Source: an optimization exercise on an open RTL-to-GDS flow (aim: small area). Production flows keep margins and buffers that such runs may drop.
The RTL was checked by simulation tests, not by an equivalence proof against the original design.
No activity file was given, so power comes from the tool's default toggle rates. The clock port is modelled as an ideal driver; clocking choices that lean on that would not hold on a real chip.

job 101:
==> flow/design.v <==
package demosaic_frame_pkg;
    localparam int FRAME_WIDTH      = 16;    
    localparam int FRAME_HEIGHT     = 10;    
    localparam int MIN_HBLANK       = 4;     
    localparam int MIN_VBLANK_LINES = 3;     
    typedef enum logic [1:0] {
        RGGB = 2'd0,
        GRBG = 2'd1,
        GBRG = 2'd2,
        BGGR = 2'd3
    } bayer_pattern_e;
    localparam bayer_pattern_e BAYER_PATTERN = RGGB;
    localparam int WINDOW_LATENCY = 1;   
    localparam int PIPE_LATENCY   = 5;   
    typedef logic [$clog2(FRAME_HEIGHT + 2)-1:0] row_cnt_t;   
    typedef logic [$clog2(FRAME_WIDTH + 2)-1:0]  col_cnt_t;   
    typedef logic [$clog2(FRAME_WIDTH)-1:0]      col_addr_t;  
endpackage
package demosaic_pixel_pkg;
    localparam int PIX_BITS = 8;
    typedef logic [PIX_BITS-1:0]    pix_t;
    typedef logic [PIX_BITS+1:0]    pix_sum_t;    
    typedef logic [4*PIX_BITS-1:0]  quad_pix_t;   
    typedef logic [25*PIX_BITS-1:0] window_t;     
    typedef enum logic [1:0] {
        SITE_R  = 2'd0,
        SITE_GR = 2'd1,    
        SITE_GB = 2'd2,    
        SITE_B  = 2'd3
    } site_e;
    function automatic logic [PIX_BITS-1:0] quad_pix(input quad_pix_t q, input integer k);
        quad_pix = q[k*PIX_BITS +: PIX_BITS];
    endfunction
    function automatic logic [PIX_BITS-1:0] avg2(input pix_t a, input pix_t b);
        pix_sum_t s;
        s = pix_sum_t'(a) + pix_sum_t'(b);
        avg2 = s[PIX_BITS:1];               
    endfunction
    function automatic logic [PIX_BITS-1:0] avg4(input quad_pix_t q);
        pix_sum_t s;
        s = pix_sum_t'(quad_pix(q, 0)) + pix_sum_t'(quad_pix(q, 1))
          + pix_sum_t'(quad_pix(q, 2)) + pix_sum_t'(quad_pix(q, 3));
        avg4 = s[PIX_BITS+1:2];             
    endfunction
endpackage
`timescale 1ns/1ps
module isp_demosaic (
    input  logic pclk,
    input  logic rst_n,
    input  logic in_vsync,
    input  logic in_href,
    input  demosaic_pixel_pkg::pix_t in_raw,
    output logic out_href,
    output logic out_vsync,
    output demosaic_pixel_pkg::pix_t out_r,
    output demosaic_pixel_pkg::pix_t out_g,
    output demosaic_pixel_pkg::pix_t out_b
);
localparam int D  = 5;     
localparam int SR = 48;    
localparam int GF = 8;     
function automatic logic [8:0] add8(input logic [7:0] a, input logic [7:0] b, input logic cin);
    logic c;
    c = cin;
    for (int i = 0; i < 8; i++) begin
        add8[i] = a[i] ^ b[i] ^ c;
        c = (a[i] & b[i]) | (a[i] & c) | (b[i] & c);
    end
    add8[8] = c;
endfunction
function automatic logic [9:0] add9(input logic [8:0] a, input logic [8:0] b, input logic cin);
    logic c;
    c = cin;
    for (int i = 0; i < 9; i++) begin
        add9[i] = a[i] ^ b[i] ^ c;
        c = (a[i] & b[i]) | (a[i] & c) | (b[i] & c);
    end
    add9[9] = c;
endfunction
function automatic logic [10:0] add10(input logic [9:0] a, input logic [9:0] b, input logic cin);
    logic c;
    c = cin;
    for (int i = 0; i < 10; i++) begin
        add10[i] = a[i] ^ b[i] ^ c;
        c = (a[i] & b[i]) | (a[i] & c) | (b[i] & c);
    end
    add10[10] = c;
endfunction
function automatic logic [17:0] gsel(input logic [7:0] l, input logic [7:0] r,
                                     input logic [7:0] u, input logic [7:0] d);
    logic [8:0] sh, sv, eh, ev;
    logic [7:0] dh, dv;
    logic       lt, gt;
    sh = add8(l, r, 1'b0);
    sv = add8(u, d, 1'b0);
    eh = add8(l, ~r, 1'b1);        
    ev = add8(u, ~d, 1'b1);
    dh = eh[8] ? eh[7:0] : -eh[7:0];
    dv = ev[8] ? ev[7:0] : -ev[7:0];
    lt = dh < dv;
    gt = dv < dh;
    gsel = {gt ? sv : sh, lt ? sh : sv};    
endfunction
function automatic logic [7:0] clamp_sub(input logic [8:0] p, input logic [7:0] m);
    logic [10:0] d;
    d = add10({1'b0, p}, {2'b11, ~m}, 1'b1);    
    clamp_sub = d[9] ? 8'h00 : d[8] ? 8'hff : d[7:0];
endfunction
logic [7:0] raw_d [1:D];
logic [D:1] hr_d;
logic [D:1] vs_d;
always_ff @(posedge pclk) begin
    raw_d[1] <= in_raw;
    for (int k = 2; k <= D; k++)
        raw_d[k] <= raw_d[k-1];
    hr_d <= {hr_d[D-1:1], in_href};
end
always_ff @(posedge pclk or negedge rst_n) begin
    if (!rst_n) begin
        vs_d      <= '0;
        out_vsync <= 1'b0;
    end else begin
        vs_d      <= {vs_d[D-1:1], in_vsync};
        out_vsync <= vs_d[D];
    end
end
logic       vsi, hri;
logic [7:0] rawi;
assign vsi  = vs_d[D];
assign hri  = hr_d[D];
assign rawi = raw_d[D];
logic       active;
logic [3:0] row_cnt;     
logic [4:0] col_cnt;     
logic       flush_row, line_end, slot, shift;
assign flush_row = row_cnt[3] & row_cnt[1];           
assign line_end  = col_cnt[4] & col_cnt[0];           
assign slot      = active & (hri | col_cnt[4] | flush_row);
assign shift     = slot & ~col_cnt[4];
logic       mcol;        
always_ff @(posedge pclk or negedge rst_n) begin
    if (!rst_n) begin
        active  <= 1'b0;
        row_cnt <= '0;
        col_cnt <= '0;
        mcol    <= 1'b0;
    end else if (vsi) begin
        active  <= 1'b1;
        row_cnt <= '0;
        col_cnt <= '0;
        mcol    <= 1'b0;
    end else if (slot) begin
        mcol <= mcol ^ ~line_end;
        if (line_end) begin
            col_cnt <= '0;
            if (row_cnt == 4'd11) begin
                row_cnt <= '0;
                active  <= 1'b0;
            end else
                row_cnt <= row_cnt + 1'b1;
        end else
            col_cnt <= col_cnt + 1'b1;
    end
end
logic [7:0] sr [1:SR];
logic [7:0] tap [0:SR];
always_ff @(posedge pclk) begin
    if (shift) begin
        sr[1] <= rawi;
        for (int k = 2; k <= SR; k++)
            sr[k] <= sr[k-1];
    end
end
always_comb begin
    tap[0] = rawi;
    for (int k = 1; k <= SR; k++)
        tap[k] = sr[k];
end
logic [7:0] up1;
always_ff @(posedge pclk)
    up1 <= tap[48];
logic [7:0] g_in [4];
logic [7:0] g_new, g_top;
logic [7:0] gf [1:GF];    
logic       gf_shift;
logic [8:0] v0, v1, v2, v3;   
logic [8:0] k0, k1, k2;       
logic [17:0] xy;
logic [9:0]  t4, cs_s;
logic [10:0] cs_c, tot;
always_comb begin
    if (mcol) begin       
        g_in[0] = tap[34]; g_in[1] = tap[32]; g_in[2] = up1;     g_in[3] = tap[17];
    end else begin        
        g_in[0] = tap[18]; g_in[1] = tap[16]; g_in[2] = tap[33]; g_in[3] = tap[1];
    end
    xy    = gsel(g_in[0], g_in[1], g_in[2], g_in[3]);
    g_top = gf[GF];
    t4 = mcol ? 10'd0 : {g_top, 2'b00};
    for (int i = 0; i < 10; i++) begin
        logic xi, yi;
        xi = (i < 9) ? xy[9 + i] : 1'b0;
        yi = (i < 9) ? xy[i] : 1'b0;
        cs_s[i]     = xi ^ yi ^ t4[i];
        cs_c[i + 1] = (xi & yi) | (xi & t4[i]) | (yi & t4[i]);
    end
    cs_c[0] = 1'b0;
    tot   = {1'b0, cs_s} + cs_c;
    v0    = tot[10:2];
    g_new = tot[9:2];
end
assign gf_shift = shift & mcol & (|col_cnt);
always_ff @(posedge pclk) begin
    if (gf_shift) begin
        gf[1] <= g_new;
        for (int k = 2; k <= GF; k++)
            gf[k] <= gf[k-1];
    end
end
assign k0 = mcol ? {1'b0, tap[33]} : add8(up1, tap[17], 1'b0);
logic [9:0] a0, a1;
logic [7:0] rawc0;
always_comb begin
    rawc0 = line_end ? tap[33] : tap[34];    
    a0    = add9(k0, k2, 1'b0);
end
always_ff @(posedge pclk) begin
    v1 <= v0;
    v2 <= v1;
    v3 <= v2;
    k1 <= k0;
    k2 <= k1;
    a1 <= a0;
end
logic       valid, border;
logic [1:0] site;         
logic       valid1, border1;
logic [1:0] site1;
logic [7:0] rawc1;
assign valid  = slot & (row_cnt >= 4'd2) & (col_cnt >= 5'd2);
assign border = (row_cnt < 4'd4) | flush_row | (col_cnt < 5'd4) | col_cnt[4];
assign site   = {row_cnt[0], col_cnt[0]};
always_ff @(posedge pclk or negedge rst_n) begin
    if (!rst_n)
        valid1 <= 1'b0;
    else
        valid1 <= valid;
end
always_ff @(posedge pclk) begin
    border1 <= border;
    site1   <= site;
    rawc1   <= rawc0;
end
logic       cgreen;
logic [7:0] g_c;
logic [9:0] w;
logic [7:0] ch1, ch2;
assign cgreen = site1[0] ^ site1[1];
always_comb begin
    w   = add9(v1, v3, 1'b0);                 
    g_c = cgreen ? rawc1 : v2[7:0];
    ch1 = clamp_sub(add8(g_c, cgreen ? a1[8:1] : a1[9:2], 1'b0), cgreen ? w[8:1] : w[9:2]);
    ch2 = clamp_sub(add8(rawc1, k2[8:1], 1'b0), v2[8:1]);    
end
assign out_href = valid1;
always_comb begin
    if (!valid1) begin
        out_r = '0;
        out_g = '0;
        out_b = '0;
    end else if (border1) begin
        out_r = rawc1;
        out_g = rawc1;
        out_b = rawc1;
    end else begin
        case (site1)
            2'd0: begin out_r = rawc1; out_g = g_c;   out_b = ch1;   end
            2'd1: begin out_r = ch1;   out_g = rawc1; out_b = ch2;   end
            2'd2: begin out_r = ch2;   out_g = rawc1; out_b = ch1;   end
            default: begin out_r = ch1; out_g = g_c;  out_b = rawc1; end
        endcase
    end
end
endmodule
export LEC_CHECK = 0
export CAP_MARGIN = 20
export CORE_MARGIN = 2
export CORE_UTILIZATION = 40
export CTS_BUF_LIST = sky130_fd_sc_hd__clkbuf_16
export CTS_CLUSTER_DIAMETER = 100
export CTS_CLUSTER_SIZE = 30
export SLEW_MARGIN = 20
create_clock -name core_clock -period 8.0 [get_ports {pclk}]
run.sh (not shown) runs the stock make flow with config.mk's settings and CLKGATE_MAP_FILE= SYNTH_SCRIPT=/design/flow/synth_recipe.tcl, a recipe that flattens the netlist after the stock synthesis.
Changes in job 102 relative to job 101:
==> flow/flow/run.sh (new file) <==
#!/bin/bash
# Own flow: the standard layout (standard synthesis unchanged), with plain
# buf_1 cells as the port buffers and no dummy loads in the clock tree.
set -euo pipefail
bash standard.sh \
  "BUFFER_PORTS_ARGS=-buffer_cell sky130_fd_sc_hd__buf_1" \
  "CTS_ARGS=-sink_clustering_enable -repair_clock_nets -buf_list sky130_fd_sc_hd__clkbuf_16 -sink_clustering_size 30 -sink_clustering_max_diameter 100 -dont_use_dummy_load" \
  finish > standard.log 2>&1
==> flow/standard.sh (new file) <==
#!/bin/bash
# synth_recipe.tcl (not shown) runs the flow's synth.tcl, then flattens the netlist and writes it again
# the make line also repeats each setting of config.mk as NAME=value (left out here)
make -C /OpenROAD-flow-scripts/flow DESIGN_CONFIG=/design/flow/config.mk WORK_HOME=/design/flow/orfs CLKGATE_MAP_FILE= SYNTH_SCRIPT=/design/flow/synth_recipe.tcl "${@:-finish}"
removed: flow/run.sh
[summary]
Going from job 101 to job 102, cell leakage power shrinks by 3.2%.
Compared job 102 vs job 101, and detailed-route wire length is down in job 102.
Re clock network contribution to total cell area: job 102 and job 101 aren't equal, and the lower value belongs to job 102.
Going from job 101 to job 102, worst reg2reg path depth moved up; first-pass GRT wire length moved down; total setup buffers inserted after CTS moved down.
Share of the clock period used by the worst path after layout: job 102 vs job 101 down 0.46 points
From job 101 to job 102 the numbers moved as follows: power drawn by the clock network went down about 4%; total placed instance area went down 1.2%; count of plain and timing-repair buffers in the layout went down about 7%.
Compared job 102 vs job 101, and first-iteration DRC count is up in job 102.

-- what the ideal ports hide --
The results above use ideal ports. As a check the final layouts listed here were re-extracted and re-timed, cells and wires unchanged.
Step 1, drivers: a clkbuf_16 drives pclk and a buf_2 each remaining input, both assumed.
Step 2 times the ports against the registers' clock, not the clock port: input delays grow and output delays shrink by t, the midpoint of the rising clock arrivals with the driver on.
a / b / c = no drivers / after step 1 / after step 2; a / b = the first two.
run	t (ns)	setup slack, ns	cell pins on the clock port's net
job 101	0.613	0.244 / 0.191 / 0.428	1
job 102	0.610	0.281 / 0.225 / 0.473	1
After both steps setup and hold are still met in every run listed.
